This is an optimization exercise on Yosys and OpenROAD, whose aim is small area and a short achievable clock period, not a production implementation. At most, simulation tests tie the RTL to the original design; equivalence was not proved. The RTL of run 1 was laid out without a check of its function.

<file path="design/flow/flow/run.sh">
#!/bin/bash
# Standard layout (settings from config.mk via config.mk) plus the settings
# in flow/extra.mk: plain buf_1 port buffers instead of the default
# delay-cell buffers, and a larger setup margin for timing repair.
set -e
cp config.mk config_in.log
cat flow/extra.mk >> config.mk
bash standard.sh > standard.log 2>&1
</file>
<file path="design/flow/flow/extra.mk">
export BUFFER_PORTS_ARGS = -buffer_cell sky130_fd_sc_hd__buf_1
export SETUP_SLACK_MARGIN = 7.25
</file>
<file path="design/flow/standard.sh">
#!/bin/bash
# synth_recipe.tcl (not shown) runs the flow's synth.tcl, then flattens the netlist and writes it again
# the make line also repeats each setting of config.mk as NAME=value (left out here)
make -C /OpenROAD-flow-scripts/flow DESIGN_CONFIG=/design/flow/config.mk WORK_HOME=/design/flow/orfs CLKGATE_MAP_FILE= SYNTH_SCRIPT=/design/flow/synth_recipe.tcl "${@:-finish}"
</file>
<file path="design/flow/config.mk">
export PLATFORM = sky130hd
export DESIGN_NAME = xgmii_rx_top
export DESIGN_NICKNAME = xgmii_rx_top
export VERILOG_FILES = /design/flow/design.v
export SDC_FILE = /design/flow/constraint.sdc
export NUM_CORES = 4
export LEC_CHECK = 0
export CAP_MARGIN = 20
export CORE_MARGIN = 2
export CORE_UTILIZATION = 55
export CTS_CLUSTER_DIAMETER = 120
export CTS_CLUSTER_SIZE = 25
export SLEW_MARGIN = 20
export SYNTH_HIERARCHICAL = 1
export BUFFER_PORTS_ARGS = -buffer_cell sky130_fd_sc_hd__buf_1
export SETUP_SLACK_MARGIN = 7.25
</file>
<file path="design/flow/constraint.sdc">
create_clock -name core_clock -period 10.5 [get_ports {clk}]
set_input_delay 2.1000 -clock core_clock [delete_from_list [all_inputs] [get_ports {clk}]]
set_output_delay 2.1000 -clock core_clock [all_outputs]
set_load 0.01 [all_outputs]
</file>
<file path="design/flow/design.v">
package xgmii_rx_pkg;
    localparam logic [7:0] XGMII_START = 8'hFB;
    localparam logic [7:0] XGMII_TERM  = 8'hFD;
    localparam logic [7:0] XGMII_IDLE  = 8'h07;
    localparam int DATA_W = 64;
    localparam int LANES  = 8;
    typedef logic [13:0] frame_len_t;
    typedef enum logic [3:0] {
        RUNT,
        FRAGMENT,
        SZ_64,
        SZ_65_127,
        SZ_128_255,
        SZ_256_511,
        SZ_512_1023,
        SZ_1024_MAX,
        OVERSIZE,
        JABBER
    } size_class_t;
    localparam logic [31:0] CRC_PRESET = 32'hFFFF_FFFF;
    function automatic logic [31:0] crc_check_const(input logic [2:0] t);
        case (t)
            3'd0:    crc_check_const = 32'hDEBB201E;
            3'd1:    crc_check_const = 32'h00BE26ED;
            3'd2:    crc_check_const = 32'hBE26ED00;
            3'd3:    crc_check_const = 32'h2DFD1072;
            3'd4:    crc_check_const = 32'hFFFFFFFF;
            3'd5:    crc_check_const = 32'h62932081;
            3'd6:    crc_check_const = 32'h4E3D5E5C;
            default: crc_check_const = 32'h39DD08E2;
        endcase
    endfunction
endpackage
`timescale 1ns/100ps
module xgmii_frame_parser
(
    input  logic        clk,
    input  logic        inv_aresetn,
    input  logic [63:0] xgmii_data_i,
    input  logic [7:0]  xgmii_ctrl_i,
    output logic [63:0] word_o,
    output logic        word_start_o,
    output logic [2:0]  check_lane_o,
    input  logic        crc_match_i,
    output logic [63:0] axis_tdata_o,
    output logic [7:0]  axis_tkeep_o,
    output logic        axis_tvalid_o,
    output logic        axis_tlast_o,
    output logic        axis_tuser_o,
    output logic [10:0] words_o,
    output logic [2:0]  len_lo_o
);
    typedef enum logic [1:0] {
        ST_IDLE,
        ST_DATA,
        ST_TAIL
    } state_t;
    logic [63:0] data_mask;
    logic        is_start;
    logic [7:0]  term_at;
    logic [2:0]  term_lane;
    logic        to_tail;
    always_comb begin
        for (int i = 0; i < xgmii_rx_pkg::LANES; i++) begin
            data_mask[8*i +: 8] = {8{(i == 0 || i == 4 || !xgmii_ctrl_i[i]) && (i >= 4 || !to_tail)}};
            term_at[i] = (xgmii_data_i[8*i +: 8] == xgmii_rx_pkg::XGMII_TERM) && ((xgmii_ctrl_i >> i) == (8'hFF >> i));
        end
    end
    assign is_start = (xgmii_ctrl_i == 8'h01) && (xgmii_data_i[7:0] == xgmii_rx_pkg::XGMII_START);
    always_comb begin
        term_lane = '0;
        for (int i = xgmii_rx_pkg::LANES - 1; i >= 0; i--) begin
            if (xgmii_ctrl_i[i]) begin
                term_lane = 3'(i);
            end
        end
    end
    logic        w_ctrl_q;
    logic [7:0]  w_term_at_q;
    logic [2:0]  w_lane_q;
    logic        w_start_q;
    logic [63:0] w_data_q;
    logic [63:0] hold_q;
    always_ff @(posedge clk) begin
        w_data_q    <= xgmii_data_i & data_mask;
        w_ctrl_q    <= |xgmii_ctrl_i;
        w_term_at_q <= term_at;
        w_lane_q    <= to_tail ? w_lane_q : term_lane;
        w_start_q   <= is_start && !inv_aresetn;
        hold_q      <= w_data_q;
    end
    logic        w_term_ok_q;
    assign w_term_ok_q  = w_term_at_q[w_lane_q];
    assign word_o       = w_data_q;
    assign word_start_o = w_start_q;
    state_t      state_q;
    state_t      state_d;
    logic        held_vld_q;
    logic        held_vld_d;
    logic        tail_ok_q;
    logic [10:0] words_q;
    logic [10:0] words_d;
    logic [2:0]  len_lo_q;
    logic        cnt_inc_q;
    logic        cnt_clr_q;
    logic [10:0] words_tgl;
    logic        good;
    logic        tvalid_d;
    logic        tlast_d;
    logic [7:0]  tkeep_d;
    logic        tuser_d;
    logic [2:0]  len_lo_d;
    assign check_lane_o = w_lane_q;
    assign good         = crc_match_i && ((state_q == ST_TAIL) ? tail_ok_q : w_term_ok_q);
    assign to_tail      = (state_d == ST_TAIL);
    assign words_o  = words_q;
    assign len_lo_o = len_lo_q;
    always_comb begin
        state_d    = state_q;
        held_vld_d = held_vld_q;
        tvalid_d   = 1'b0;
        tlast_d    = 1'b0;
        tkeep_d    = 8'hFF;
        tuser_d    = good;
        len_lo_d   = 3'd4;
        case (state_q)
            ST_IDLE: begin
                if (w_start_q) begin
                    state_d    = ST_DATA;
                    held_vld_d = 1'b0;
                end
            end
            ST_DATA: begin
                if (!w_ctrl_q) begin
                    tvalid_d   = held_vld_q;
                    held_vld_d = 1'b1;
                end else begin
                    held_vld_d = 1'b0;
                    state_d    = ST_IDLE;
                    tvalid_d   = held_vld_q;
                    if (!w_term_ok_q) begin
                        tlast_d = 1'b1;
                    end else if (w_lane_q < 3'd4) begin
                        tlast_d = 1'b1;
                        tkeep_d  = 8'hFF >> (3'd4 - w_lane_q);
                        len_lo_d = w_lane_q;
                    end else if (w_lane_q == 3'd4) begin
                        tlast_d = 1'b1;
                    end else begin
                        state_d = ST_TAIL;
                    end
                end
            end
            ST_TAIL: begin
                tvalid_d   = 1'b1;
                tlast_d    = 1'b1;
                tkeep_d    = 8'hFF >> (4'd12 - {1'b0, w_lane_q});
                len_lo_d   = w_lane_q;
                held_vld_d = 1'b0;
                state_d    = w_start_q ? ST_DATA : ST_IDLE;
            end
            default: begin
                state_d = ST_IDLE;
            end
        endcase
    end
    always_comb begin
        words_tgl[0] = cnt_inc_q;
        for (int i = 1; i < 11; i++) begin
            words_tgl[i] = words_tgl[i-1] & words_q[i-1];
        end
        words_d = cnt_clr_q ? {10'd0, cnt_inc_q} : (words_q ^ words_tgl);
    end
    always_ff @(posedge clk) begin
        axis_tdata_o <= hold_q;
        axis_tkeep_o <= tkeep_d;
        axis_tlast_o <= tlast_d;
        words_q      <= words_d;
        cnt_inc_q    <= (state_q == ST_DATA) && !w_ctrl_q;
        cnt_clr_q    <= (state_q == ST_DATA) && !held_vld_q;
        tail_ok_q    <= w_term_ok_q;
        axis_tuser_o <= tuser_d;
        if (tvalid_d && tlast_d) begin
            len_lo_q <= len_lo_d;
        end
        if (inv_aresetn) begin
            state_q       <= ST_IDLE;
            held_vld_q    <= 1'b0;
            axis_tvalid_o <= 1'b0;
        end else begin
            state_q       <= state_d;
            held_vld_q    <= held_vld_d;
            axis_tvalid_o <= tvalid_d;
        end
    end
endmodule
`timescale 1ns/100ps
module xgmii_crc_check
(
    input  logic        clk,
    input  logic [63:0] word_i,
    input  logic        word_start_i,
    input  logic [2:0]  check_lane_i,
    output logic        crc_match_o
);
    logic [31:0] crc_q;
    logic [31:0] x;
    logic [31:0] d_hi;
    logic [31:0] nxt_a;
    logic [31:0] nxt_b;
    logic [31:0] nxt;
    for (genvar i = 0; i < 32; i++) begin : g_x
        crc_xor2 u_x (.a(crc_q[i]), .b(word_i[i]), .y(x[i]));
    end
    assign d_hi = word_i[63:32];
    logic [380:0] t;
    crc_xor2 u_x0 (.a(x[3]), .b(x[13]), .y(t[0]));
    crc_xor2 u_x1 (.a(x[11]), .b(x[12]), .y(t[1]));
    crc_xor2 u_x2 (.a(d_hi[7]), .b(x[19]), .y(t[2]));
    crc_xor2 u_x3 (.a(d_hi[0]), .b(d_hi[22]), .y(t[3]));
    crc_xor2 u_x4 (.a(x[6]), .b(x[16]), .y(t[4]));
    crc_xor2 u_x5 (.a(x[4]), .b(x[9]), .y(t[5]));
    crc_xor2 u_x6 (.a(x[5]), .b(x[31]), .y(t[6]));
    crc_xor2 u_x7 (.a(d_hi[4]), .b(x[7]), .y(t[7]));
    crc_xor2 u_x8 (.a(d_hi[5]), .b(x[8]), .y(t[8]));
    crc_xor2 u_x9 (.a(d_hi[24]), .b(x[10]), .y(t[9]));
    crc_xor2 u_x10 (.a(d_hi[23]), .b(x[30]), .y(t[10]));
    crc_xor2 u_x11 (.a(d_hi[15]), .b(t[0]), .y(t[11]));
    crc_xor2 u_x12 (.a(d_hi[2]), .b(d_hi[26]), .y(t[12]));
    crc_xor2 u_x13 (.a(d_hi[3]), .b(d_hi[6]), .y(t[13]));
    crc_xor2 u_x14 (.a(d_hi[11]), .b(x[14]), .y(t[14]));
    crc_xor2 u_x15 (.a(d_hi[12]), .b(x[15]), .y(t[15]));
    crc_xor2 u_x16 (.a(d_hi[19]), .b(t[2]), .y(t[16]));
    crc_xor2 u_x17 (.a(d_hi[14]), .b(d_hi[30]), .y(t[17]));
    crc_xor2 u_x18 (.a(d_hi[16]), .b(d_hi[28]), .y(t[18]));
    crc_xor2 u_x19 (.a(d_hi[18]), .b(d_hi[25]), .y(t[19]));
    crc_xor2 u_x20 (.a(d_hi[13]), .b(d_hi[29]), .y(t[20]));
    crc_xor2 u_x21 (.a(d_hi[21]), .b(x[26]), .y(t[21]));
    crc_xor2 u_x22 (.a(x[1]), .b(x[21]), .y(t[22]));
    crc_xor2 u_x23 (.a(d_hi[27]), .b(x[22]), .y(t[23]));
    crc_xor2 u_x24 (.a(t[3]), .b(x[27]), .y(t[24]));
    crc_xor2 u_x25 (.a(d_hi[20]), .b(x[25]), .y(t[25]));
    crc_xor2 u_x26 (.a(d_hi[31]), .b(x[17]), .y(t[26]));
    crc_xor2 u_x27 (.a(x[0]), .b(x[2]), .y(t[27]));
    crc_xor2 u_x28 (.a(d_hi[8]), .b(x[20]), .y(t[28]));
    crc_xor2 u_x29 (.a(d_hi[9]), .b(t[1]), .y(t[29]));
    crc_xor2 u_x30 (.a(d_hi[1]), .b(d_hi[10]), .y(t[30]));
    crc_xor2 u_x31 (.a(d_hi[17]), .b(t[6]), .y(t[31]));
    crc_xor2 u_x32 (.a(t[5]), .b(t[10]), .y(t[32]));
    crc_xor2 u_x33 (.a(x[18]), .b(x[23]), .y(t[33]));
    crc_xor2 u_x34 (.a(x[28]), .b(x[29]), .y(t[34]));
    crc_xor2 u_x35 (.a(d_hi[31]), .b(t[8]), .y(t[35]));
    crc_xor2 u_x36 (.a(t[4]), .b(t[13]), .y(t[36]));
    crc_xor2 u_x37 (.a(t[7]), .b(t[17]), .y(t[37]));
    crc_xor2 u_x38 (.a(t[9]), .b(t[31]), .y(t[38]));
    crc_xor2 u_x39 (.a(t[12]), .b(x[24]), .y(t[39]));
    crc_xor2 u_x40 (.a(t[24]), .b(x[11]), .y(t[40]));
    crc_xor2 u_x41 (.a(d_hi[0]), .b(t[15]), .y(t[41]));
    crc_xor2 u_x42 (.a(d_hi[25]), .b(d_hi[29]), .y(t[42]));
    crc_xor2 u_x43 (.a(d_hi[2]), .b(x[5]), .y(t[43]));
    crc_xor2 u_x44 (.a(d_hi[3]), .b(x[23]), .y(t[44]));
    crc_xor2 u_x45 (.a(d_hi[30]), .b(x[8]), .y(t[45]));
    crc_xor2 u_x46 (.a(x[24]), .b(x[25]), .y(t[46]));
    crc_xor2 u_x47 (.a(x[18]), .b(x[29]), .y(t[47]));
    crc_xor2 u_x48 (.a(d_hi[9]), .b(t[14]), .y(t[48]));
    crc_xor2 u_x49 (.a(d_hi[27]), .b(t[28]), .y(t[49]));
    crc_xor2 u_x50 (.a(t[26]), .b(x[21]), .y(t[50]));
    crc_xor2 u_x51 (.a(t[25]), .b(t[34]), .y(t[51]));
    crc_xor2 u_x52 (.a(d_hi[6]), .b(t[33]), .y(t[52]));
    crc_xor2 u_x53 (.a(t[5]), .b(t[23]), .y(t[53]));
    crc_xor2 u_x54 (.a(d_hi[28]), .b(t[22]), .y(t[54]));
    crc_xor2 u_x55 (.a(t[18]), .b(t[32]), .y(t[55]));
    crc_xor2 u_x56 (.a(t[16]), .b(x[1]), .y(t[56]));
    crc_xor2 u_x57 (.a(t[11]), .b(x[16]), .y(t[57]));
    crc_xor2 u_x58 (.a(d_hi[11]), .b(d_hi[17]), .y(t[58]));
    crc_xor2 u_x59 (.a(d_hi[5]), .b(d_hi[7]), .y(t[59]));
    crc_xor2 u_x60 (.a(d_hi[3]), .b(x[4]), .y(t[60]));
    crc_xor2 u_x61 (.a(x[12]), .b(x[28]), .y(t[61]));
    crc_xor2 u_x62 (.a(d_hi[10]), .b(x[22]), .y(t[62]));
    crc_xor2 u_x63 (.a(d_hi[16]), .b(x[14]), .y(t[63]));
    crc_xor2 u_x64 (.a(d_hi[13]), .b(x[2]), .y(t[64]));
    crc_xor2 u_x65 (.a(d_hi[26]), .b(t[30]), .y(t[65]));
    crc_xor2 u_x66 (.a(d_hi[23]), .b(x[7]), .y(t[66]));
    crc_xor2 u_x67 (.a(x[5]), .b(x[30]), .y(t[67]));
    crc_xor2 u_x68 (.a(x[2]), .b(x[27]), .y(t[68]));
    crc_xor2 u_x69 (.a(t[3]), .b(x[10]), .y(t[69]));
    crc_xor2 u_x70 (.a(d_hi[1]), .b(x[15]), .y(t[70]));
    crc_xor2 u_x71 (.a(t[19]), .b(t[20]), .y(t[71]));
    crc_xor2 u_x72 (.a(x[12]), .b(x[13]), .y(t[72]));
    crc_xor2 u_x73 (.a(t[58]), .b(x[20]), .y(t[73]));
    crc_xor2 u_x74 (.a(t[61]), .b(x[31]), .y(t[74]));
    crc_xor2 u_x75 (.a(t[28]), .b(x[3]), .y(t[75]));
    crc_xor2 u_x76 (.a(t[8]), .b(t[14]), .y(t[76]));
    crc_xor2 u_x77 (.a(d_hi[2]), .b(t[27]), .y(t[77]));
    crc_xor2 u_x78 (.a(t[6]), .b(t[39]), .y(t[78]));
    crc_xor2 u_x79 (.a(d_hi[4]), .b(t[40]), .y(t[79]));
    crc_xor2 u_x80 (.a(t[36]), .b(t[54]), .y(t[80]));
    crc_xor2 u_x81 (.a(d_hi[15]), .b(t[35]), .y(t[81]));
    crc_xor2 u_x82 (.a(t[29]), .b(x[9]), .y(t[82]));
    crc_xor2 u_x83 (.a(t[21]), .b(t[50]), .y(t[83]));
    crc_xor2 u_x84 (.a(d_hi[7]), .b(d_hi[24]), .y(t[84]));
    crc_xor2 u_x85 (.a(d_hi[14]), .b(d_hi[18]), .y(t[85]));
    crc_xor2 u_x86 (.a(d_hi[18]), .b(x[30]), .y(t[86]));
    crc_xor2 u_x87 (.a(d_hi[23]), .b(x[28]), .y(t[87]));
    crc_xor2 u_x88 (.a(x[14]), .b(x[26]), .y(t[88]));
    crc_xor2 u_x89 (.a(t[12]), .b(t[30]), .y(t[89]));
    crc_xor2 u_x90 (.a(t[30]), .b(x[15]), .y(t[90]));
    crc_xor2 u_x91 (.a(t[19]), .b(x[0]), .y(t[91]));
    crc_xor2 u_x92 (.a(d_hi[14]), .b(x[7]), .y(t[92]));
    crc_xor2 u_x93 (.a(t[17]), .b(x[6]), .y(t[93]));
    crc_xor2 u_x94 (.a(d_hi[17]), .b(x[18]), .y(t[94]));
    crc_xor2 u_x95 (.a(x[0]), .b(x[4]), .y(t[95]));
    crc_xor2 u_x96 (.a(t[59]), .b(x[17]), .y(t[96]));
    crc_xor2 u_x97 (.a(t[18]), .b(t[20]), .y(t[97]));
    crc_xor2 u_x98 (.a(d_hi[8]), .b(x[24]), .y(t[98]));
    crc_xor2 u_x99 (.a(d_hi[12]), .b(t[19]), .y(t[99]));
    crc_xor2 u_x100 (.a(x[10]), .b(x[17]), .y(t[100]));
    crc_xor2 u_x101 (.a(t[23]), .b(x[16]), .y(t[101]));
    crc_xor2 u_x102 (.a(t[25]), .b(t[43]), .y(t[102]));
    crc_xor2 u_x103 (.a(t[46]), .b(x[3]), .y(t[103]));
    crc_xor2 u_x104 (.a(t[10]), .b(t[23]), .y(t[104]));
    crc_xor2 u_x105 (.a(t[4]), .b(x[24]), .y(t[105]));
    crc_xor2 u_x106 (.a(t[47]), .b(t[62]), .y(t[106]));
    crc_xor2 u_x107 (.a(t[92]), .b(x[19]), .y(t[107]));
    crc_xor2 u_x108 (.a(t[4]), .b(t[94]), .y(t[108]));
    crc_xor2 u_x109 (.a(t[1]), .b(t[71]), .y(t[109]));
    crc_xor2 u_x110 (.a(d_hi[24]), .b(t[0]), .y(t[110]));
    crc_xor2 u_x111 (.a(t[27]), .b(t[72]), .y(t[111]));
    crc_xor2 u_x112 (.a(t[7]), .b(t[22]), .y(t[112]));
    crc_xor2 u_x113 (.a(t[7]), .b(x[6]), .y(t[113]));
    crc_xor2 u_x114 (.a(t[15]), .b(x[26]), .y(t[114]));
    crc_xor2 u_x115 (.a(t[9]), .b(t[14]), .y(t[115]));
    crc_xor2 u_x116 (.a(d_hi[20]), .b(t[15]), .y(t[116]));
    crc_xor2 u_x117 (.a(d_hi[22]), .b(t[1]), .y(t[117]));
    crc_xor2 u_x118 (.a(t[24]), .b(t[46]), .y(t[118]));
    crc_xor2 u_x119 (.a(t[39]), .b(t[44]), .y(t[119]));
    crc_xor2 u_x120 (.a(t[21]), .b(t[69]), .y(t[120]));
    crc_xor2 u_x121 (.a(t[60]), .b(t[96]), .y(t[121]));
    crc_xor2 u_x122 (.a(t[63]), .b(x[13]), .y(t[122]));
    crc_xor2 u_x123 (.a(t[20]), .b(t[21]), .y(t[123]));
    crc_xor2 u_x124 (.a(t[66]), .b(t[89]), .y(t[124]));
    crc_xor2 u_x125 (.a(t[98]), .b(x[29]), .y(t[125]));
    crc_xor2 u_x126 (.a(d_hi[1]), .b(t[2]), .y(t[126]));
    crc_xor2 u_x127 (.a(d_hi[7]), .b(t[27]), .y(t[127]));
    crc_xor2 u_x128 (.a(d_hi[29]), .b(t[11]), .y(t[128]));
    crc_xor2 u_x129 (.a(t[37]), .b(t[53]), .y(t[129]));
    crc_xor2 u_x130 (.a(t[51]), .b(t[75]), .y(t[130]));
    crc_xor2 u_x131 (.a(t[41]), .b(t[102]), .y(t[131]));
    crc_xor2 u_x132 (.a(t[26]), .b(t[37]), .y(t[132]));
    crc_xor2 u_x133 (.a(t[45]), .b(t[101]), .y(t[133]));
    crc_xor2 u_x134 (.a(t[49]), .b(t[76]), .y(t[134]));
    crc_xor2 u_x135 (.a(t[65]), .b(t[113]), .y(t[135]));
    crc_xor2 u_x136 (.a(t[18]), .b(t[36]), .y(t[136]));
    crc_xor2 u_x137 (.a(d_hi[21]), .b(t[41]), .y(t[137]));
    crc_xor2 u_x138 (.a(t[16]), .b(t[26]), .y(t[138]));
    crc_xor2 u_x139 (.a(d_hi[6]), .b(t[48]), .y(t[139]));
    crc_xor2 u_x140 (.a(t[68]), .b(t[117]), .y(t[140]));
    crc_xor2 u_x141 (.a(d_hi[12]), .b(t[40]), .y(t[141]));
    crc_xor2 u_x142 (.a(t[29]), .b(t[49]), .y(t[142]));
    crc_xor2 u_x143 (.a(t[70]), .b(t[77]), .y(t[143]));
    crc_xor2 u_x144 (.a(t[2]), .b(t[53]), .y(t[144]));
    crc_xor2 u_x145 (.a(t[11]), .b(t[90]), .y(t[145]));
    crc_xor2 u_x146 (.a(t[37]), .b(t[123]), .y(t[146]));
    crc_xor2 u_x147 (.a(d_hi[25]), .b(t[35]), .y(t[147]));
    crc_xor2 u_x148 (.a(t[38]), .b(t[42]), .y(t[148]));
    crc_xor2 u_x149 (.a(t[57]), .b(t[132]), .y(t[149]));
    crc_xor2 u_x150 (.a(d_hi[22]), .b(t[56]), .y(t[150]));
    crc_xor2 u_x151 (.a(d_hi[28]), .b(t[83]), .y(t[151]));
    crc_xor2 u_x152 (.a(t[56]), .b(x[22]), .y(t[152]));
    crc_xor2 u_x153 (.a(t[80]), .b(t[137]), .y(t[153]));
    crc_xor2 u_x154 (.a(t[116]), .b(t[134]), .y(t[154]));
    crc_xor2 u_x155 (.a(t[38]), .b(t[87]), .y(t[155]));
    crc_xor2 u_x156 (.a(t[79]), .b(t[108]), .y(t[156]));
    crc_xor2 u_x157 (.a(t[97]), .b(t[131]), .y(t[157]));
    crc_xor2 u_x158 (.a(d_hi[20]), .b(t[12]), .y(t[158]));
    crc_xor2 u_x159 (.a(x[1]), .b(t[63]), .y(t[159]));
    crc_xor2 u_x160 (.a(t[100]), .b(t[158]), .y(t[160]));
    crc_xor2 u_x161 (.a(t[32]), .b(t[36]), .y(t[161]));
    crc_xor2 u_x162 (.a(t[75]), .b(t[126]), .y(t[162]));
    crc_xor2 u_x163 (.a(t[159]), .b(t[160]), .y(t[163]));
    crc_xor2 u_x164 (.a(t[79]), .b(t[161]), .y(t[164]));
    crc_xor2 u_x165 (.a(t[162]), .b(t[163]), .y(t[165]));
    crc_xor2 u_x166 (.a(d_hi[21]), .b(x[18]), .y(t[166]));
    crc_xor2 u_x167 (.a(x[21]), .b(t[7]), .y(t[167]));
    crc_xor2 u_x168 (.a(t[166]), .b(t[121]), .y(t[168]));
    crc_xor2 u_x169 (.a(t[167]), .b(t[142]), .y(t[169]));
    crc_xor2 u_x170 (.a(t[143]), .b(t[168]), .y(t[170]));
    crc_xor2 u_x171 (.a(t[155]), .b(t[169]), .y(t[171]));
    crc_xor2 u_x172 (.a(d_hi[4]), .b(d_hi[8]), .y(t[172]));
    crc_xor2 u_x173 (.a(t[3]), .b(x[19]), .y(t[173]));
    crc_xor2 u_x174 (.a(t[172]), .b(t[8]), .y(t[174]));
    crc_xor2 u_x175 (.a(t[43]), .b(t[91]), .y(t[175]));
    crc_xor2 u_x176 (.a(t[173]), .b(t[29]), .y(t[176]));
    crc_xor2 u_x177 (.a(t[106]), .b(t[110]), .y(t[177]));
    crc_xor2 u_x178 (.a(t[174]), .b(t[175]), .y(t[178]));
    crc_xor2 u_x179 (.a(t[80]), .b(t[176]), .y(t[179]));
    crc_xor2 u_x180 (.a(t[177]), .b(t[178]), .y(t[180]));
    crc_xor2 u_x181 (.a(d_hi[5]), .b(t[13]), .y(t[181]));
    crc_xor2 u_x182 (.a(t[42]), .b(x[17]), .y(t[182]));
    crc_xor2 u_x183 (.a(x[20]), .b(x[23]), .y(t[183]));
    crc_xor2 u_x184 (.a(t[181]), .b(t[182]), .y(t[184]));
    crc_xor2 u_x185 (.a(t[183]), .b(t[32]), .y(t[185]));
    crc_xor2 u_x186 (.a(t[48]), .b(t[111]), .y(t[186]));
    crc_xor2 u_x187 (.a(t[184]), .b(t[135]), .y(t[187]));
    crc_xor2 u_x188 (.a(t[185]), .b(t[186]), .y(t[188]));
    crc_xor2 u_x189 (.a(t[152]), .b(t[187]), .y(t[189]));
    crc_xor2 u_x190 (.a(d_hi[10]), .b(d_hi[30]), .y(t[190]));
    crc_xor2 u_x191 (.a(t[190]), .b(t[0]), .y(t[191]));
    crc_xor2 u_x192 (.a(t[9]), .b(t[52]), .y(t[192]));
    crc_xor2 u_x193 (.a(t[78]), .b(t[112]), .y(t[193]));
    crc_xor2 u_x194 (.a(t[127]), .b(t[191]), .y(t[194]));
    crc_xor2 u_x195 (.a(t[192]), .b(t[193]), .y(t[195]));
    crc_xor2 u_x196 (.a(t[194]), .b(t[154]), .y(t[196]));
    crc_xor2 u_x197 (.a(d_hi[8]), .b(x[11]), .y(t[197]));
    crc_xor2 u_x198 (.a(t[64]), .b(t[197]), .y(t[198]));
    crc_xor2 u_x199 (.a(t[48]), .b(t[103]), .y(t[199]));
    crc_xor2 u_x200 (.a(t[198]), .b(t[144]), .y(t[200]));
    crc_xor2 u_x201 (.a(t[147]), .b(t[199]), .y(t[201]));
    crc_xor2 u_x202 (.a(t[153]), .b(t[200]), .y(t[202]));
    crc_xor2 u_x203 (.a(x[1]), .b(x[6]), .y(t[203]));
    crc_xor2 u_x204 (.a(t[10]), .b(t[44]), .y(t[204]));
    crc_xor2 u_x205 (.a(t[62]), .b(t[68]), .y(t[205]));
    crc_xor2 u_x206 (.a(t[88]), .b(t[203]), .y(t[206]));
    crc_xor2 u_x207 (.a(t[29]), .b(t[107]), .y(t[207]));
    crc_xor2 u_x208 (.a(t[204]), .b(t[205]), .y(t[208]));
    crc_xor2 u_x209 (.a(t[206]), .b(t[207]), .y(t[209]));
    crc_xor2 u_x210 (.a(t[208]), .b(t[157]), .y(t[210]));
    crc_xor2 u_x211 (.a(d_hi[24]), .b(x[8]), .y(t[211]));
    crc_xor2 u_x212 (.a(x[27]), .b(t[27]), .y(t[212]));
    crc_xor2 u_x213 (.a(t[44]), .b(t[73]), .y(t[213]));
    crc_xor2 u_x214 (.a(t[211]), .b(t[74]), .y(t[214]));
    crc_xor2 u_x215 (.a(t[105]), .b(t[212]), .y(t[215]));
    crc_xor2 u_x216 (.a(t[213]), .b(t[145]), .y(t[216]));
    crc_xor2 u_x217 (.a(t[146]), .b(t[214]), .y(t[217]));
    crc_xor2 u_x218 (.a(t[215]), .b(t[216]), .y(t[218]));
    crc_xor2 u_x219 (.a(d_hi[2]), .b(d_hi[16]), .y(t[219]));
    crc_xor2 u_x220 (.a(t[219]), .b(t[5]), .y(t[220]));
    crc_xor2 u_x221 (.a(t[22]), .b(t[34]), .y(t[221]));
    crc_xor2 u_x222 (.a(t[99]), .b(t[76]), .y(t[222]));
    crc_xor2 u_x223 (.a(t[118]), .b(t[220]), .y(t[223]));
    crc_xor2 u_x224 (.a(t[221]), .b(t[222]), .y(t[224]));
    crc_xor2 u_x225 (.a(t[223]), .b(t[149]), .y(t[225]));
    crc_xor2 u_x226 (.a(t[43]), .b(t[64]), .y(t[226]));
    crc_xor2 u_x227 (.a(t[114]), .b(t[226]), .y(t[227]));
    crc_xor2 u_x228 (.a(t[81]), .b(t[130]), .y(t[228]));
    crc_xor2 u_x229 (.a(t[227]), .b(t[152]), .y(t[229]));
    crc_xor2 u_x230 (.a(t[156]), .b(t[228]), .y(t[230]));
    crc_xor2 u_x231 (.a(t[12]), .b(t[59]), .y(t[231]));
    crc_xor2 u_x232 (.a(t[85]), .b(x[14]), .y(t[232]));
    crc_xor2 u_x233 (.a(x[23]), .b(t[34]), .y(t[233]));
    crc_xor2 u_x234 (.a(t[64]), .b(t[231]), .y(t[234]));
    crc_xor2 u_x235 (.a(t[232]), .b(t[29]), .y(t[235]));
    crc_xor2 u_x236 (.a(t[112]), .b(t[120]), .y(t[236]));
    crc_xor2 u_x237 (.a(t[233]), .b(t[234]), .y(t[237]));
    crc_xor2 u_x238 (.a(t[235]), .b(t[236]), .y(t[238]));
    crc_xor2 u_x239 (.a(d_hi[14]), .b(d_hi[19]), .y(t[239]));
    crc_xor2 u_x240 (.a(t[13]), .b(t[239]), .y(t[240]));
    crc_xor2 u_x241 (.a(t[8]), .b(t[240]), .y(t[241]));
    crc_xor2 u_x242 (.a(t[104]), .b(t[125]), .y(t[242]));
    crc_xor2 u_x243 (.a(t[241]), .b(t[140]), .y(t[243]));
    crc_xor2 u_x244 (.a(t[145]), .b(t[242]), .y(t[244]));
    crc_xor2 u_x245 (.a(d_hi[2]), .b(d_hi[4]), .y(t[245]));
    crc_xor2 u_x246 (.a(t[84]), .b(x[23]), .y(t[246]));
    crc_xor2 u_x247 (.a(t[245]), .b(t[25]), .y(t[247]));
    crc_xor2 u_x248 (.a(t[246]), .b(t[74]), .y(t[248]));
    crc_xor2 u_x249 (.a(t[247]), .b(t[55]), .y(t[249]));
    crc_xor2 u_x250 (.a(t[57]), .b(t[139]), .y(t[250]));
    crc_xor2 u_x251 (.a(t[248]), .b(t[249]), .y(t[251]));
    crc_xor2 u_x252 (.a(d_hi[10]), .b(t[21]), .y(t[252]));
    crc_xor2 u_x253 (.a(t[41]), .b(t[121]), .y(t[253]));
    crc_xor2 u_x254 (.a(t[122]), .b(t[125]), .y(t[254]));
    crc_xor2 u_x255 (.a(t[252]), .b(t[253]), .y(t[255]));
    crc_xor2 u_x256 (.a(t[254]), .b(t[148]), .y(t[256]));
    crc_xor2 u_x257 (.a(d_hi[8]), .b(d_hi[13]), .y(t[257]));
    crc_xor2 u_x258 (.a(d_hi[26]), .b(d_hi[30]), .y(t[258]));
    crc_xor2 u_x259 (.a(t[19]), .b(x[25]), .y(t[259]));
    crc_xor2 u_x260 (.a(t[257]), .b(t[258]), .y(t[260]));
    crc_xor2 u_x261 (.a(t[67]), .b(t[70]), .y(t[261]));
    crc_xor2 u_x262 (.a(t[259]), .b(t[260]), .y(t[262]));
    crc_xor2 u_x263 (.a(t[261]), .b(t[262]), .y(t[263]));
    crc_xor2 u_x264 (.a(t[139]), .b(t[263]), .y(t[264]));
    crc_xor2 u_x265 (.a(d_hi[5]), .b(d_hi[9]), .y(t[265]));
    crc_xor2 u_x266 (.a(d_hi[27]), .b(t[85]), .y(t[266]));
    crc_xor2 u_x267 (.a(t[265]), .b(t[4]), .y(t[267]));
    crc_xor2 u_x268 (.a(t[266]), .b(t[74]), .y(t[268]));
    crc_xor2 u_x269 (.a(t[114]), .b(t[124]), .y(t[269]));
    crc_xor2 u_x270 (.a(t[267]), .b(t[138]), .y(t[270]));
    crc_xor2 u_x271 (.a(t[268]), .b(t[269]), .y(t[271]));
    crc_xor2 u_x272 (.a(d_hi[13]), .b(d_hi[27]), .y(t[272]));
    crc_xor2 u_x273 (.a(x[8]), .b(x[11]), .y(t[273]));
    crc_xor2 u_x274 (.a(t[272]), .b(t[47]), .y(t[274]));
    crc_xor2 u_x275 (.a(t[273]), .b(t[11]), .y(t[275]));
    crc_xor2 u_x276 (.a(t[115]), .b(t[274]), .y(t[276]));
    crc_xor2 u_x277 (.a(t[55]), .b(t[135]), .y(t[277]));
    crc_xor2 u_x278 (.a(t[275]), .b(t[276]), .y(t[278]));
    crc_xor2 u_x279 (.a(t[150]), .b(t[277]), .y(t[279]));
    crc_xor2 u_x280 (.a(t[1]), .b(t[77]), .y(t[280]));
    crc_xor2 u_x281 (.a(t[107]), .b(t[55]), .y(t[281]));
    crc_xor2 u_x282 (.a(t[280]), .b(t[148]), .y(t[282]));
    crc_xor2 u_x283 (.a(t[154]), .b(t[281]), .y(t[283]));
    crc_xor2 u_x284 (.a(d_hi[26]), .b(x[20]), .y(t[284]));
    crc_xor2 u_x285 (.a(t[45]), .b(t[71]), .y(t[285]));
    crc_xor2 u_x286 (.a(t[284]), .b(t[11]), .y(t[286]));
    crc_xor2 u_x287 (.a(t[285]), .b(t[38]), .y(t[287]));
    crc_xor2 u_x288 (.a(t[82]), .b(t[286]), .y(t[288]));
    crc_xor2 u_x289 (.a(t[153]), .b(t[287]), .y(t[289]));
    crc_xor2 u_x290 (.a(d_hi[19]), .b(t[4]), .y(t[290]));
    crc_xor2 u_x291 (.a(t[65]), .b(t[69]), .y(t[291]));
    crc_xor2 u_x292 (.a(t[50]), .b(t[109]), .y(t[292]));
    crc_xor2 u_x293 (.a(t[122]), .b(t[127]), .y(t[293]));
    crc_xor2 u_x294 (.a(t[290]), .b(t[291]), .y(t[294]));
    crc_xor2 u_x295 (.a(t[129]), .b(t[292]), .y(t[295]));
    crc_xor2 u_x296 (.a(t[293]), .b(t[294]), .y(t[296]));
    crc_xor2 u_x297 (.a(x[15]), .b(t[24]), .y(t[297]));
    crc_xor2 u_x298 (.a(t[33]), .b(t[67]), .y(t[298]));
    crc_xor2 u_x299 (.a(t[72]), .b(t[73]), .y(t[299]));
    crc_xor2 u_x300 (.a(t[16]), .b(t[297]), .y(t[300]));
    crc_xor2 u_x301 (.a(t[298]), .b(t[299]), .y(t[301]));
    crc_xor2 u_x302 (.a(t[81]), .b(t[129]), .y(t[302]));
    crc_xor2 u_x303 (.a(t[136]), .b(t[300]), .y(t[303]));
    crc_xor2 u_x304 (.a(t[301]), .b(t[302]), .y(t[304]));
    crc_xor2 u_x305 (.a(x[7]), .b(x[28]), .y(t[305]));
    crc_xor2 u_x306 (.a(t[86]), .b(t[95]), .y(t[306]));
    crc_xor2 u_x307 (.a(t[305]), .b(t[31]), .y(t[307]));
    crc_xor2 u_x308 (.a(t[35]), .b(t[54]), .y(t[308]));
    crc_xor2 u_x309 (.a(t[119]), .b(t[306]), .y(t[309]));
    crc_xor2 u_x310 (.a(t[128]), .b(t[141]), .y(t[310]));
    crc_xor2 u_x311 (.a(t[307]), .b(t[308]), .y(t[311]));
    crc_xor2 u_x312 (.a(t[309]), .b(t[310]), .y(t[312]));
    crc_xor2 u_x313 (.a(t[20]), .b(t[86]), .y(t[313]));
    crc_xor2 u_x314 (.a(t[100]), .b(t[16]), .y(t[314]));
    crc_xor2 u_x315 (.a(t[78]), .b(t[313]), .y(t[315]));
    crc_xor2 u_x316 (.a(t[130]), .b(t[133]), .y(t[316]));
    crc_xor2 u_x317 (.a(t[140]), .b(t[314]), .y(t[317]));
    crc_xor2 u_x318 (.a(t[315]), .b(t[316]), .y(t[318]));
    crc_xor2 u_x319 (.a(d_hi[0]), .b(d_hi[3]), .y(t[319]));
    crc_xor2 u_x320 (.a(d_hi[19]), .b(x[0]), .y(t[320]));
    crc_xor2 u_x321 (.a(x[31]), .b(t[319]), .y(t[321]));
    crc_xor2 u_x322 (.a(t[0]), .b(t[33]), .y(t[322]));
    crc_xor2 u_x323 (.a(t[93]), .b(t[320]), .y(t[323]));
    crc_xor2 u_x324 (.a(t[321]), .b(t[32]), .y(t[324]));
    crc_xor2 u_x325 (.a(t[51]), .b(t[322]), .y(t[325]));
    crc_xor2 u_x326 (.a(t[323]), .b(t[142]), .y(t[326]));
    crc_xor2 u_x327 (.a(t[324]), .b(t[325]), .y(t[327]));
    crc_xor2 u_x328 (.a(t[151]), .b(t[326]), .y(t[328]));
    crc_xor2 u_x329 (.a(t[84]), .b(t[28]), .y(t[329]));
    crc_xor2 u_x330 (.a(t[66]), .b(t[78]), .y(t[330]));
    crc_xor2 u_x331 (.a(t[106]), .b(t[329]), .y(t[331]));
    crc_xor2 u_x332 (.a(t[82]), .b(t[83]), .y(t[332]));
    crc_xor2 u_x333 (.a(t[128]), .b(t[136]), .y(t[333]));
    crc_xor2 u_x334 (.a(t[330]), .b(t[331]), .y(t[334]));
    crc_xor2 u_x335 (.a(t[332]), .b(t[333]), .y(t[335]));
    crc_xor2 u_x336 (.a(t[42]), .b(t[22]), .y(t[336]));
    crc_xor2 u_x337 (.a(t[25]), .b(t[73]), .y(t[337]));
    crc_xor2 u_x338 (.a(t[52]), .b(t[110]), .y(t[338]));
    crc_xor2 u_x339 (.a(t[124]), .b(t[336]), .y(t[339]));
    crc_xor2 u_x340 (.a(t[337]), .b(t[82]), .y(t[340]));
    crc_xor2 u_x341 (.a(t[133]), .b(t[338]), .y(t[341]));
    crc_xor2 u_x342 (.a(t[339]), .b(t[340]), .y(t[342]));
    crc_xor2 u_x343 (.a(d_hi[10]), .b(t[45]), .y(t[343]));
    crc_xor2 u_x344 (.a(t[99]), .b(t[111]), .y(t[344]));
    crc_xor2 u_x345 (.a(t[115]), .b(t[119]), .y(t[345]));
    crc_xor2 u_x346 (.a(t[343]), .b(t[144]), .y(t[346]));
    crc_xor2 u_x347 (.a(t[344]), .b(t[345]), .y(t[347]));
    crc_xor2 u_x348 (.a(t[151]), .b(t[346]), .y(t[348]));
    crc_xor2 u_x349 (.a(d_hi[1]), .b(d_hi[11]), .y(t[349]));
    crc_xor2 u_x350 (.a(d_hi[25]), .b(x[13]), .y(t[350]));
    crc_xor2 u_x351 (.a(t[349]), .b(t[95]), .y(t[351]));
    crc_xor2 u_x352 (.a(t[350]), .b(t[52]), .y(t[352]));
    crc_xor2 u_x353 (.a(t[104]), .b(t[105]), .y(t[353]));
    crc_xor2 u_x354 (.a(t[351]), .b(t[138]), .y(t[354]));
    crc_xor2 u_x355 (.a(t[352]), .b(t[353]), .y(t[355]));
    crc_xor2 u_x356 (.a(t[157]), .b(t[354]), .y(t[356]));
    crc_xor2 u_x357 (.a(t[52]), .b(t[103]), .y(t[357]));
    crc_xor2 u_x358 (.a(t[38]), .b(t[55]), .y(t[358]));
    crc_xor2 u_x359 (.a(t[141]), .b(t[146]), .y(t[359]));
    crc_xor2 u_x360 (.a(t[357]), .b(t[358]), .y(t[360]));
    crc_xor2 u_x361 (.a(x[4]), .b(x[26]), .y(t[361]));
    crc_xor2 u_x362 (.a(t[93]), .b(t[361]), .y(t[362]));
    crc_xor2 u_x363 (.a(t[109]), .b(t[118]), .y(t[363]));
    crc_xor2 u_x364 (.a(t[126]), .b(t[362]), .y(t[364]));
    crc_xor2 u_x365 (.a(t[81]), .b(t[363]), .y(t[365]));
    crc_xor2 u_x366 (.a(t[364]), .b(t[155]), .y(t[366]));
    crc_xor2 u_x367 (.a(x[12]), .b(t[9]), .y(t[367]));
    crc_xor2 u_x368 (.a(t[60]), .b(t[67]), .y(t[368]));
    crc_xor2 u_x369 (.a(t[88]), .b(t[91]), .y(t[369]));
    crc_xor2 u_x370 (.a(t[51]), .b(t[367]), .y(t[370]));
    crc_xor2 u_x371 (.a(t[368]), .b(t[369]), .y(t[371]));
    crc_xor2 u_x372 (.a(t[370]), .b(t[371]), .y(t[372]));
    crc_xor2 u_x373 (.a(t[149]), .b(t[150]), .y(t[373]));
    crc_xor2 u_x374 (.a(t[13]), .b(x[9]), .y(t[374]));
    crc_xor2 u_x375 (.a(t[6]), .b(t[47]), .y(t[375]));
    crc_xor2 u_x376 (.a(t[374]), .b(t[16]), .y(t[376]));
    crc_xor2 u_x377 (.a(t[120]), .b(t[375]), .y(t[377]));
    crc_xor2 u_x378 (.a(t[57]), .b(t[143]), .y(t[378]));
    crc_xor2 u_x379 (.a(t[147]), .b(t[376]), .y(t[379]));
    crc_xor2 u_x380 (.a(t[377]), .b(t[378]), .y(t[380]));
    assign nxt_a[0] = t[164];
    assign nxt_b[0] = t[165];
    assign nxt_a[1] = t[170];
    assign nxt_b[1] = t[171];
    assign nxt_a[2] = t[179];
    assign nxt_b[2] = t[180];
    assign nxt_a[3] = t[188];
    assign nxt_b[3] = t[189];
    assign nxt_a[4] = t[195];
    assign nxt_b[4] = t[196];
    assign nxt_a[5] = t[201];
    assign nxt_b[5] = t[202];
    assign nxt_a[6] = t[209];
    assign nxt_b[6] = t[210];
    assign nxt_a[7] = t[217];
    assign nxt_b[7] = t[218];
    assign nxt_a[8] = t[224];
    assign nxt_b[8] = t[225];
    assign nxt_a[9] = t[229];
    assign nxt_b[9] = t[230];
    assign nxt_a[10] = t[237];
    assign nxt_b[10] = t[238];
    assign nxt_a[11] = t[243];
    assign nxt_b[11] = t[244];
    assign nxt_a[12] = t[250];
    assign nxt_b[12] = t[251];
    assign nxt_a[13] = t[255];
    assign nxt_b[13] = t[256];
    assign nxt_a[14] = t[156];
    assign nxt_b[14] = t[264];
    assign nxt_a[15] = t[270];
    assign nxt_b[15] = t[271];
    assign nxt_a[16] = t[278];
    assign nxt_b[16] = t[279];
    assign nxt_a[17] = t[282];
    assign nxt_b[17] = t[283];
    assign nxt_a[18] = t[288];
    assign nxt_b[18] = t[289];
    assign nxt_a[19] = t[295];
    assign nxt_b[19] = t[296];
    assign nxt_a[20] = t[303];
    assign nxt_b[20] = t[304];
    assign nxt_a[21] = t[311];
    assign nxt_b[21] = t[312];
    assign nxt_a[22] = t[317];
    assign nxt_b[22] = t[318];
    assign nxt_a[23] = t[327];
    assign nxt_b[23] = t[328];
    assign nxt_a[24] = t[334];
    assign nxt_b[24] = t[335];
    assign nxt_a[25] = t[341];
    assign nxt_b[25] = t[342];
    assign nxt_a[26] = t[347];
    assign nxt_b[26] = t[348];
    assign nxt_a[27] = t[355];
    assign nxt_b[27] = t[356];
    assign nxt_a[28] = t[359];
    assign nxt_b[28] = t[360];
    assign nxt_a[29] = t[365];
    assign nxt_b[29] = t[366];
    assign nxt_a[30] = t[372];
    assign nxt_b[30] = t[373];
    assign nxt_a[31] = t[379];
    assign nxt_b[31] = t[380];
    assign nxt = nxt_a ^ nxt_b;
    assign crc_match_o = (x == xgmii_rx_pkg::crc_check_const(check_lane_i));
    always_ff @(posedge clk) begin
        if (word_start_i) begin
            crc_q <= xgmii_rx_pkg::CRC_PRESET;
        end else begin
            crc_q <= nxt;
        end
    end
endmodule
module crc_xor2
(
    input  logic a,
    input  logic b,
    output logic y
);
    assign y = a ^ b;
endmodule
`timescale 1ns/100ps
module rx_frame_stats
#(
    parameter int MAX_FRAME_LEN = 1518
) (
    input  logic        clk,
    input  logic        inv_aresetn,
    input  logic        tvalid_i,
    input  logic        tlast_i,
    input  logic        tuser_i,
    input  logic [10:0] words_i,
    input  logic [2:0]  len_lo_i,
    output logic        stat_valid_o,
    output logic        stat_crc_ok_o,
    output logic [13:0] stat_len_o,
    output logic [3:0]  stat_size_o,
    output logic [31:0] good_frames_o,
    output logic [31:0] bad_frames_o
);
    logic frame_end;
    xgmii_rx_pkg::frame_len_t frame_len;
    function automatic xgmii_rx_pkg::size_class_t classify(input xgmii_rx_pkg::frame_len_t len, input logic crc_ok);
        if (len < 14'd64) begin
            classify = crc_ok ? xgmii_rx_pkg::RUNT : xgmii_rx_pkg::FRAGMENT;
        end else if (len == 14'd64) begin
            classify = xgmii_rx_pkg::SZ_64;
        end else if (len < 14'd128) begin
            classify = xgmii_rx_pkg::SZ_65_127;
        end else if (len < 14'd256) begin
            classify = xgmii_rx_pkg::SZ_128_255;
        end else if (len < 14'd512) begin
            classify = xgmii_rx_pkg::SZ_256_511;
        end else if (len < 14'd1024) begin
            classify = xgmii_rx_pkg::SZ_512_1023;
        end else if (len <= 14'(MAX_FRAME_LEN)) begin
            classify = xgmii_rx_pkg::SZ_1024_MAX;
        end else begin
            classify = crc_ok ? xgmii_rx_pkg::OVERSIZE : xgmii_rx_pkg::JABBER;
        end
    endfunction
    assign frame_end  = tvalid_i && tlast_i;
    function automatic logic [31:0] inc_toggle(input logic [31:0] cnt, input logic en);
        logic [7:0] c;
        c[0] = en;
        for (int k = 1; k < 8; k++) begin
            c[k] = c[k-1] & (&cnt[4*(k-1) +: 4]);
        end
        for (int k = 0; k < 8; k++) begin
            inc_toggle[4*k] = c[k];
            for (int j = 1; j < 4; j++) begin
                inc_toggle[4*k+j] = inc_toggle[4*k+j-1] & cnt[4*k+j-1];
            end
        end
    endfunction
    assign frame_len     = {words_i, len_lo_i};
    assign stat_len_o    = frame_len;
    always_ff @(posedge clk) begin
        stat_crc_ok_o <= tuser_i;
        stat_size_o   <= classify(frame_len, tuser_i);
        if (inv_aresetn) begin
            stat_valid_o  <= 1'b0;
            good_frames_o <= '0;
            bad_frames_o  <= '0;
        end else begin
            stat_valid_o <= frame_end;
            good_frames_o <= good_frames_o ^ inc_toggle(good_frames_o, frame_end && tuser_i);
            bad_frames_o  <= bad_frames_o ^ inc_toggle(bad_frames_o, frame_end && !tuser_i);
        end
    end
endmodule
`timescale 1ns/100ps
module xgmii_rx_top
#(
    parameter int MAX_FRAME_LEN = 1518
) (
    input  logic        clk,
    input  logic        inv_aresetn,
    input  logic [63:0] xgmii_data_i,
    input  logic [7:0]  xgmii_ctrl_i,
    output logic [63:0] axis_tdata_o,
    output logic [7:0]  axis_tkeep_o,
    output logic        axis_tvalid_o,
    output logic        axis_tlast_o,
    output logic        axis_tuser_o,
    output logic        stat_valid_o,
    output logic        stat_crc_ok_o,
    output logic [13:0] stat_len_o,
    output logic [3:0]  stat_size_o,
    output logic [31:0] good_frames_o,
    output logic [31:0] bad_frames_o
);
    logic [63:0] word;
    logic        word_start;
    logic [2:0]  check_lane;
    logic        crc_match;
    logic [10:0] words;
    logic [2:0]  len_lo;
    xgmii_frame_parser u_parser (
        .clk           (clk),
        .inv_aresetn   (inv_aresetn),
        .xgmii_data_i  (xgmii_data_i),
        .xgmii_ctrl_i  (xgmii_ctrl_i),
        .word_o        (word),
        .word_start_o  (word_start),
        .check_lane_o  (check_lane),
        .crc_match_i   (crc_match),
        .axis_tdata_o  (axis_tdata_o),
        .axis_tkeep_o  (axis_tkeep_o),
        .axis_tvalid_o (axis_tvalid_o),
        .axis_tlast_o  (axis_tlast_o),
        .axis_tuser_o  (axis_tuser_o),
        .words_o       (words),
        .len_lo_o      (len_lo)
    );
    xgmii_crc_check u_crc_check (
        .clk          (clk),
        .word_i       (word),
        .word_start_i (word_start),
        .check_lane_i (check_lane),
        .crc_match_o  (crc_match)
    );
    rx_frame_stats #(
        .MAX_FRAME_LEN (MAX_FRAME_LEN)
    ) u_stats (
        .clk           (clk),
        .inv_aresetn   (inv_aresetn),
        .tvalid_i      (axis_tvalid_o),
        .tlast_i       (axis_tlast_o),
        .tuser_i       (axis_tuser_o),
        .words_i       (words),
        .len_lo_i      (len_lo),
        .stat_valid_o  (stat_valid_o),
        .stat_crc_ok_o (stat_crc_ok_o),
        .stat_len_o    (stat_len_o),
        .stat_size_o   (stat_size_o),
        .good_frames_o (good_frames_o),
        .bad_frames_o  (bad_frames_o)
    );
endmodule
</file>
==> results of run 1 <==
==> worst reg2reg max path, delay by kind of cell, from the launching register on <==
| kind | cells | cell delay [ns] |
|---|---|---|
| flip-flops | 1 | 0.33 |
| AND/OR/NAND/NOR | 2 | 0.76 |
| adder cells (fa/ha/maj) | 2 | 0.44 |
| AO/OA/AOI/OAI | 1 | 0.36 |
| buffers and inverters | 4 | 1.04 |
==> modules after synthesis (local to each module, per instance), excerpt <==
module              times used  cell area [um2]  cells inside  flip-flops and latches
crc_xor2                   413            8.758             1                       0
xgmii_crc_check              1             2061           244                      32
xgmii_frame_parser           1             6534           466                     236
==> metal layers <==
layer	GRT usage	share of wire	vias to the layer above
met1	0.3510	0.43	4870
met2	0.4369	0.45	392
met5	0	0	-
met3	0.04719	0.069	94
met4	0.1390	0.053	0
li1	-	-	5078
==> cells in the mapped netlist (5+ instances only) <==
cell      number
mux2i_1        9
nand4_1       22
nor2b_1       92
ha_1          66
inv_1         20
nand3_1       17
a31oi_1        5
nor3_1        15
nor2_1        42
nand2_1       30
xor2_1       416
clkbuf_1      18
and3_1         5
nor2b_2        5
buf_6          7
nand4b_1       8
nor3b_2       24
o21ai_1        6
dfxtp_1      332
o21ai_0       18
a21oi_1       21
xnor2_1       51
nand2b_1      38
edfxtp_1       6
buf_4         18
nor4_1         5
and4_1         5
==> final cells by class <==
cell class	count	area [um2]
fill	2397	10430
multi-input combinational	990	8113
sequential	338	6843
timing repair buffer	267	1147
tap	378	473.0
clock buffer	19	432.9
inverter	23	88.84
clock inverter	2	25.02
==> cells by family after synthesis <==
group / Yosys count / share of synthesized area
flops: 338 / 0.4468
fa+ha+maj: 68 / 0.05545
buf+inv: 74 / 0.02654
compound gates: 94 / 0.04210
simple gates: 347 / 0.1503
xor+xnor: 467 / 0.2677
mux: 14 / 0.01106
==> through the flow <==
stage / hold slack [ns] / cell area, um2 / cells
2_1_floorplan: 0.3096 / 15280 / 1402
3_3_place_gp: 0.3104 / 16550 / 1993
3_5_place_dp: 0.3121 / 16550 / 1993
4_1_cts: 0.3280 / 17040 / 2015
5_1_grt: 0.3364 / 17120 / 2017
6_report: 0.3256 / 17120 / 2017
==> repair_timing <==
| action | CTS | global route |
|---|---|---|
| setup buffers | 1 | 2 |
| gates resized for setup | 9 | 17 |
| hold endpoints to repair | 0 | 0 |
| gates cloned | 0 | 0 |
| endpoints found under the setup margin | 39 | 31 |
| pin swaps | 1 | 0 |
==> flip-flops by register name (all words and copies together) (netlist names), 2 cells and up <==
| name | flops |
|---|---|
| u_parser.axis_tdata_o | 64 |
| u_parser.hold_q | 64 |
| u_parser.w_data_q | 64 |
| u_crc_check.crc_q | 32 |
| u_stats.bad_frames_o | 32 |
| u_stats.good_frames_o | 32 |
| u_parser.words_q | 11 |
| u_parser.axis_tkeep_o | 8 |
| u_parser.w_term_at_q | 8 |
| u_stats.stat_size_o | 4 |
| u_parser.len_lo_q | 3 |
| u_parser.w_lane_q | 3 |
| u_parser.state_q | 2 |
==> worst max-delay path by stage <==
stage | start | end | slack, ns | depth (start not counted)
finish | xgmii_ctrl_i[5] | u_parser.w_term_at_q[5] | 7.27 | 3
global route | u_stats.bad_frames_o[5] | bad_frames_o[5] | 7.25 | 1
CTS | u_parser.len_lo_q[2] | stat_len_o[2] | 7.25 | 1
detailed placement | xgmii_ctrl_i[7] | u_parser.w_term_at_q[5] | 6.78 | 3
global placement | xgmii_ctrl_i[7] | u_parser.w_term_at_q[5] | 6.80 | 3
floorplan | xgmii_ctrl_i[1] | u_parser.w_lane_q[2] | 7.49 | 3
==> flow_summary.ini, run 1 <==
[placement]
dp_slack_ns = 6.779
dp_hpwl_um = 31310
portBuffers = 232
place_congestion = 1.015

[run_status]
status = finished clean

[job]
max_cap_viol_count = 0

[logic_synthesis]
synthTopCellsByArea = dfxtp_1 44%, xor2_1 24%, ha_1 5.4%
synth_warnings = 9
postSynthNetCount = 1542
synth_edf_count = 6
yosysTopAreaCellShare = 0.4351
avgSynthCellArea_um2 = 10.90
syn-cell-area_um2 = 15280
yosys.area.top_type = dfxtp_1
synthArstFlopShare = 0
synth_seq_cells = 338
netlist-cell-type-count = 85
synth_ff_type = dfxtp_1
synth-seq-area-share = 0.4468
syn_inst = 1402

[clock_tree]
clock_latency_ns = 0.53
clockBufferDepth = 3
cts_hold_buf = 0
root_buffer = clkbuf_16
clock_sinks = 338
cts_max_level = 1
cts_tree = done
cts_made_buffers = 17
clk_pin_slew_ns = 0.10

[floorplanning]
row_count = 61
die_width_um = 170.7
die_y_um = 170.7
core_area_um2 = 27550
fp.dieArea_um2 = 29130
io_pins = 233
initial_core_util = 0.5545

[min_path]
hold_path.class = flop to flop
whs_endpoint = u_parser.axis_tdata_o[38]
whs_path_depth = 0
min-delay-start = u_parser.hold_q[38]

[critical_path]
crit_arrival_ns = 3.57
critPathCaptureType = flop
crit_path_start_kind = input port
reg2reg_to = u_parser.w_lane_q[2]
cp_cell_sequence = buf_1 > inv_1 > nor4_1
regToRegStartpoint = u_parser.w_lane_q[1]
r2r_cells = 9
crit_fanout = 12
crit_family = simple AND/OR/NAND/NOR gates
regToRegSetupSlack_ns = 7.35
crit_type = input port to flop
critPathSlowestCell = nor4_1
cpPeakStageDelay_ns = 0.74
cp.buffers_inverters = 2
required_ns = 10.83

[timing]
finalHoldViolations = 0
setup-violations-final = 0
slew_headroom = 0.2485
tightest_slew_ns = 1.124
maxSlewViolCount = 0
finalWorstSetupSlack_ns = 7.268
layout_min_cycle_time_ns = 3.232
finalSetupTns_ns = 0
skew_ns = 0.02047
rsz0062_at_grt = false
fin_crit_sh = 0.3078
fmax_mhz = 309.4

[route]
ant_nets = 0
routedWlPerCell_um = 20.03
routed_wl_um = 40410
route.detailed.drc = 0
vias = 10430
drtIter0Drc = 765
viasPerCell = 5.173
firstDrtPassIters = 5

[finish]
nNetsFinal = 1777
drive_above_1_share = 0.08359
final_cell_mix = 407 x xor2_1, 321 x dfxtp_1, 227 x buf_1
antenna_cells = 0
final_common_cell = xor2_1
final_util = 0.6215
area_delta_synth_final_pct = 12.08

[global_routing]
grt_util_all_layers = 0.2716
grt_max_degree = 71
grt_pass1_wl_um = 58760
grt_pass1_vias = 9828
grt_overflow = 0
antenna_found_initial = 0
==> run 2: changes to the inputs <==
--- a/design/flow/design.v
+++ b/design/flow/design.v
@@ -52,6 +52,7 @@
 );
     typedef enum logic [1:0] {
         ST_IDLE,
+        ST_FIRST,
         ST_DATA,
         ST_TAIL
     } state_t;
@@ -95,9 +96,7 @@
     assign word_start_o = w_start_q;
     state_t      state_q;
     state_t      state_d;
-    logic        held_vld_q;
-    logic        held_vld_d;
-    logic        tail_ok_q;
+    logic        held_vld;
     logic [10:0] words_q;
     logic [10:0] words_d;
     logic [2:0]  len_lo_q;
@@ -111,13 +110,13 @@
     logic        tuser_d;
     logic [2:0]  len_lo_d;
     assign check_lane_o = w_lane_q;
-    assign good         = crc_match_i && ((state_q == ST_TAIL) ? tail_ok_q : w_term_ok_q);
+    assign held_vld   = (state_q == ST_DATA);
+    assign good         = crc_match_i && ((state_q == ST_TAIL) || w_term_ok_q);
     assign to_tail      = (state_d == ST_TAIL);
     assign words_o  = words_q;
     assign len_lo_o = len_lo_q;
     always_comb begin
         state_d    = state_q;
-        held_vld_d = held_vld_q;
         tvalid_d   = 1'b0;
         tlast_d    = 1'b0;
         tkeep_d    = 8'hFF;
@@ -126,18 +125,16 @@
         case (state_q)
             ST_IDLE: begin
                 if (w_start_q) begin
-                    state_d    = ST_DATA;
-                    held_vld_d = 1'b0;
+                    state_d = ST_FIRST;
                 end
             end
-            ST_DATA: begin
+            ST_FIRST, ST_DATA: begin
                 if (!w_ctrl_q) begin
-                    tvalid_d   = held_vld_q;
-                    held_vld_d = 1'b1;
+                    tvalid_d = held_vld;
+                    state_d  = ST_DATA;
                 end else begin
-                    held_vld_d = 1'b0;
                     state_d    = ST_IDLE;
-                    tvalid_d   = held_vld_q;
+                    tvalid_d   = held_vld;
                     if (!w_term_ok_q) begin
                         tlast_d = 1'b1;
                     end else if (w_lane_q < 3'd4) begin
@@ -156,8 +153,7 @@
                 tlast_d    = 1'b1;
                 tkeep_d    = 8'hFF >> (4'd12 - {1'b0, w_lane_q});
                 len_lo_d   = w_lane_q;
-                held_vld_d = 1'b0;
-                state_d    = w_start_q ? ST_DATA : ST_IDLE;
+                state_d    = w_start_q ? ST_FIRST : ST_IDLE;
             end
             default: begin
                 state_d = ST_IDLE;
@@ -176,20 +172,17 @@
         axis_tkeep_o <= tkeep_d;
         axis_tlast_o <= tlast_d;
         words_q      <= words_d;
-        cnt_inc_q    <= (state_q == ST_DATA) && !w_ctrl_q;
-        cnt_clr_q    <= (state_q == ST_DATA) && !held_vld_q;
-        tail_ok_q    <= w_term_ok_q;
+        cnt_inc_q    <= (state_q == ST_FIRST || state_q == ST_DATA) && !w_ctrl_q;
+        cnt_clr_q    <= (state_q == ST_FIRST);
         axis_tuser_o <= tuser_d;
         if (tvalid_d && tlast_d) begin
             len_lo_q <= len_lo_d;
         end
         if (inv_aresetn) begin
             state_q       <= ST_IDLE;
-            held_vld_q    <= 1'b0;
             axis_tvalid_o <= 1'b0;
         end else begin
             state_q       <= state_d;
-            held_vld_q    <= held_vld_d;
             axis_tvalid_o <= tvalid_d;
         end
     end
==> design/flow/flow/extra.mk (replaced) <==
export BUFFER_PORTS_ARGS = -buffer_cell sky130_fd_sc_hd__buf_1
export SETUP_SLACK_MARGIN = 7.35
--- a/design/flow/config.mk
+++ b/design/flow/config.mk
@@ -13,4 +13,4 @@
 export SLEW_MARGIN = 20
 export SYNTH_HIERARCHICAL = 1
 export BUFFER_PORTS_ARGS = -buffer_cell sky130_fd_sc_hd__buf_1
-export SETUP_SLACK_MARGIN = 7.25
+export SETUP_SLACK_MARGIN = 7.35
==> flow_summary.ini, run 2 <==
[finish]
final_common_cell = xor2_1
antenna_cells = 0
area_delta_synth_final_pct = 14.62
final_util = 0.6449
nNetsFinal = 1823
fin_area_um2 = 17430
largestRegisters = u_parser.axis_tdata_o: 64 flops, u_parser.hold_q: 64 flops, u_parser.w_data_q: 64 flops
drive_above_1_share = 0.1727
final_cell_mix = 406 x xor2_1, 257 x dfxtp_1, 135 x buf_1

[critical_path]
crit_type = flop to output pin
crit_arrival_ns = 1.12
crit_fanout = 4
required_ns = 8.40
crit_path_start_kind = flop
critPathSlowestCell = edfxtp_1
crit_family = flip-flops
cp_cell_sequence = clkbuf_2
critPathCaptureType = output pin
reg2reg_to = u_crc_check.crc_q[3]
cpPeakStageDelay_ns = 0.45
r2r_cells = 9
regToRegStartpoint = u_crc_check.crc_q[19]
cp.buffers_inverters = 1
regToRegSetupSlack_ns = 7.38

[logic_synthesis]
synthTopCellsByCount = 416 x xor2_1, 330 x dfxtp_1, 89 x nor2b_1
netlist-cell-type-count = 84
synth-xor-area-share = 0.2690
synthMuxAreaShare = 0.01004
avgSynthCellArea_um2 = 10.65
synth_compound_area_frac = 0.05851
synth_simple_gate_area_frac = 0.1330
yosysMostFrequentCell = xor2_1
synthTopCellsByArea = dfxtp_1 43%, xor2_1 24%, ha_1 5.4%
synthAdderAreaFrac = 0.05571
synth_top_family_by_area = XOR/XNOR gates
synthArstFlopShare = 0
synth_ff_type = dfxtp_1
synth_warnings = 9
synth-seq-area-share = 0.4463
postSynthNetCount = 1567
synth_edf_count = 6
syn-cell-area_um2 = 15200
syn_inst = 1427
yosys.area.top_type = dfxtp_1
synth_seq_cells = 336
yosysTopAreaCellShare = 0.4345

[global_routing]
antenna_found_initial = 0
grt_pass1_wl_um = 59150
grt_pass1_vias = 10200
grt_util_all_layers = 0.2705
grt_max_degree = 70
grt_overflow = 0

[timing]
maxSlewViolCount = 0
slew_headroom = 0.4573
fmax_mhz = 310.9
finalHoldViolations = 0
rsz0062_at_grt = true
skew_ns = 0.02714
tightest_slew_ns = 0.8113
layout_min_cycle_time_ns = 3.216
finalSetupTns_ns = 0
fin_crit_sh = 0.3063
setup-violations-final = 0

[clock_tree]
cts_made_buffers = 17
cts_hold_buf = 0
cts_tree = done
clk_pin_slew_ns = 0.10
clockBufferDepth = 3
cts_max_level = 1
root_buffer = clkbuf_16
clock_sinks = 336
clock_latency_ns = 0.52

[route]
ant_nets = 0
route.detailed.drc = 0
vias = 10680
routedWlPerCell_um = 19.83
drtIter0Drc = 783
viasPerCell = 5.272
firstDrtPassIters = 5
routed_wl_um = 40170

[floorplanning]
die_y_um = 170.3
row_count = 60
die_width_um = 170.3
io_pins = 233
initial_core_util = 0.5626
fp.dieArea_um2 = 28990
core_area_um2 = 27030

[min_path]
whs_path_depth = 0
whs_endpoint = u_parser.axis_tdata_o[46]
hold_path.class = flop to flop
min-delay-start = u_parser.hold_q[46]

[placement]
placed_area_um2 = 16430
portBuffers = 232
dp_hpwl_um = 30590
place_congestion = 1.036

[job]
max_cap_viol_count = 0

[run_status]
status = finished clean
run 2: cell types whose count changed in the layout (fill, tap and decap cells not counted), moves of 15 or more:
cell / before / now
nor2_1: 42 / 57
a21oi_1: 21 / 47
nand2b_1: 38 / 53
clkbuf_2: 5 / 37
dfxtp_2: 10 / 63
dfxtp_1: 321 / 257
buf_1: 227 / 135
buf_2: 0 / 56
buf_4: 33 / 58
nor3b_2: 24 / 0
run 2: layer usage:
metal / vias up / track usage / share of wire / wire length [um]
li1: 5210 / - / - / -
met4: 0 / 0.1174 / 0.046 / 1865
met1: 5002 / 0.3411 / 0.42 / 16860
met2: 373 / 0.4608 / 0.47 / 19030
met3: 96 / 0.04047 / 0.060 / 2426
met5: - / 0 / 0 / 0
run 2: Yosys stat by module (local to each module, per instance), excerpt:
| module | cells inside | cell area, um2 | copies in the design | flip-flops and latches |
|---|---|---|---|---|
| crc_xor2 | 1 | 8.758 | 413 | 0 |
| xgmii_crc_check | 244 | 2061 | 1 | 32 |
| xgmii_frame_parser | 491 | 6461 | 1 | 234 |
run 2: how the worst max path moves through the flow:
stage	from	endpoint	slack (ns)	depth (start not counted)
2_1_floorplan	xgmii_ctrl_i[7]	u_parser.w_lane_q[2]	7.59	2
6_report	u_parser.len_lo_q[1]	stat_len_o[1]	7.28	1
4_1_cts	u_parser.len_lo_q[1]	stat_len_o[1]	7.26	1
5_1_grt	u_parser.len_lo_q[1]	stat_len_o[1]	7.23	1
3_5_place_dp	xgmii_ctrl_i[7]	u_parser.w_term_at_q[0]	6.70	5
3_3_place_gp	xgmii_ctrl_i[7]	u_parser.w_term_at_q[0]	6.82	5
run 2: kinds of logic (layout without fill, tap and decap cells):
logic type / after synthesis / count (layout)
simple gates: 338 / 338
compound gates: 129 / 130
xor+xnor: 467 / 467
mux: 13 / 13
flops: 336 / 336
buf+inv: 76 / 333
fa+ha+maj: 68 / 68
run 2: final cells by class:
cell class / instances / area (um2)
Timing Repair Buffer: 290 / 1453
Clock buffer: 19 / 432.9
Multi-Input combinational cell: 1016 / 8103
Inverter: 22 / 85.08
Clock inverter: 2 / 25.02
Sequential cell: 336 / 6903
Tap cell: 341 / 426.7
Fill cell: 2306 / 9598
run 2: metrics by stage:
stage	hold WS (ns)	instances	worst slack [ns]
after floorplan	0.3096	1427	7.587
after global placement	0.3107	1980	6.824
after detailed placement	0.3121	1980	6.700
after CTS	0.3150	2010	7.263
after global routing	0.3201	2026	7.226
final	0.3205	2026	7.284
run 2: repair_timing:
item	CTS	global route
cloned	1	0
hold endpoints to repair	0	0
buffers inserted	8	16
endpoints found under the setup margin	77	89
gates resized for setup	106	87
pin swaps	1	0
run 2: worst register-to-register path, stage by stage, from the launching register on:
cell and delay (ns):
dfxtp_1 0.34, xor2_1 0.14, buf_4 0.22, xor2_1 0.46
xor2_1 0.70, xor2_1 0.33, xor2_1 0.34, xor2_1 0.13
xnor2_1 0.28, nand2b_1 0.08

[what the ideal ports hide]
The results above use ideal ports. As a check the final layouts listed here were re-extracted and re-timed, cells and wires unchanged.
Step 1 sets driving cells, clkbuf_16 on the clock port and buf_2 on the other inputs (assumed; they add their load-dependent delay and slew).
Step 2, shift: input delay + t, output delay - t, t = (earliest + latest rising clock arrival at the registers) / 2. This alone moves slack from input paths to output paths.
Slacks: no drivers / after step 1 / after step 2; pairs: no drivers / after step 1.
run | shift t [ns] | slack for setup (ns) | hold WS [ns] | slew at the worst register clock pin (ns) | worst slew at a driven data input, ns
run 1 | 0.568 | 7.268 / 7.255 / 6.693 | 0.326 / 0.326 / 0.326 | 0.10 / 0.10 | 0.08
run 2 | 0.552 | 7.284 / 7.237 / 7.007 | 0.321 / 0.321 / 0.321 | 0.10 / 0.10 | 0.05
After both steps setup and hold are still met in every run listed. The setup slack of run 1, which loses most, moves by -0.013 ns with the drivers and by -0.575 ns with both steps.
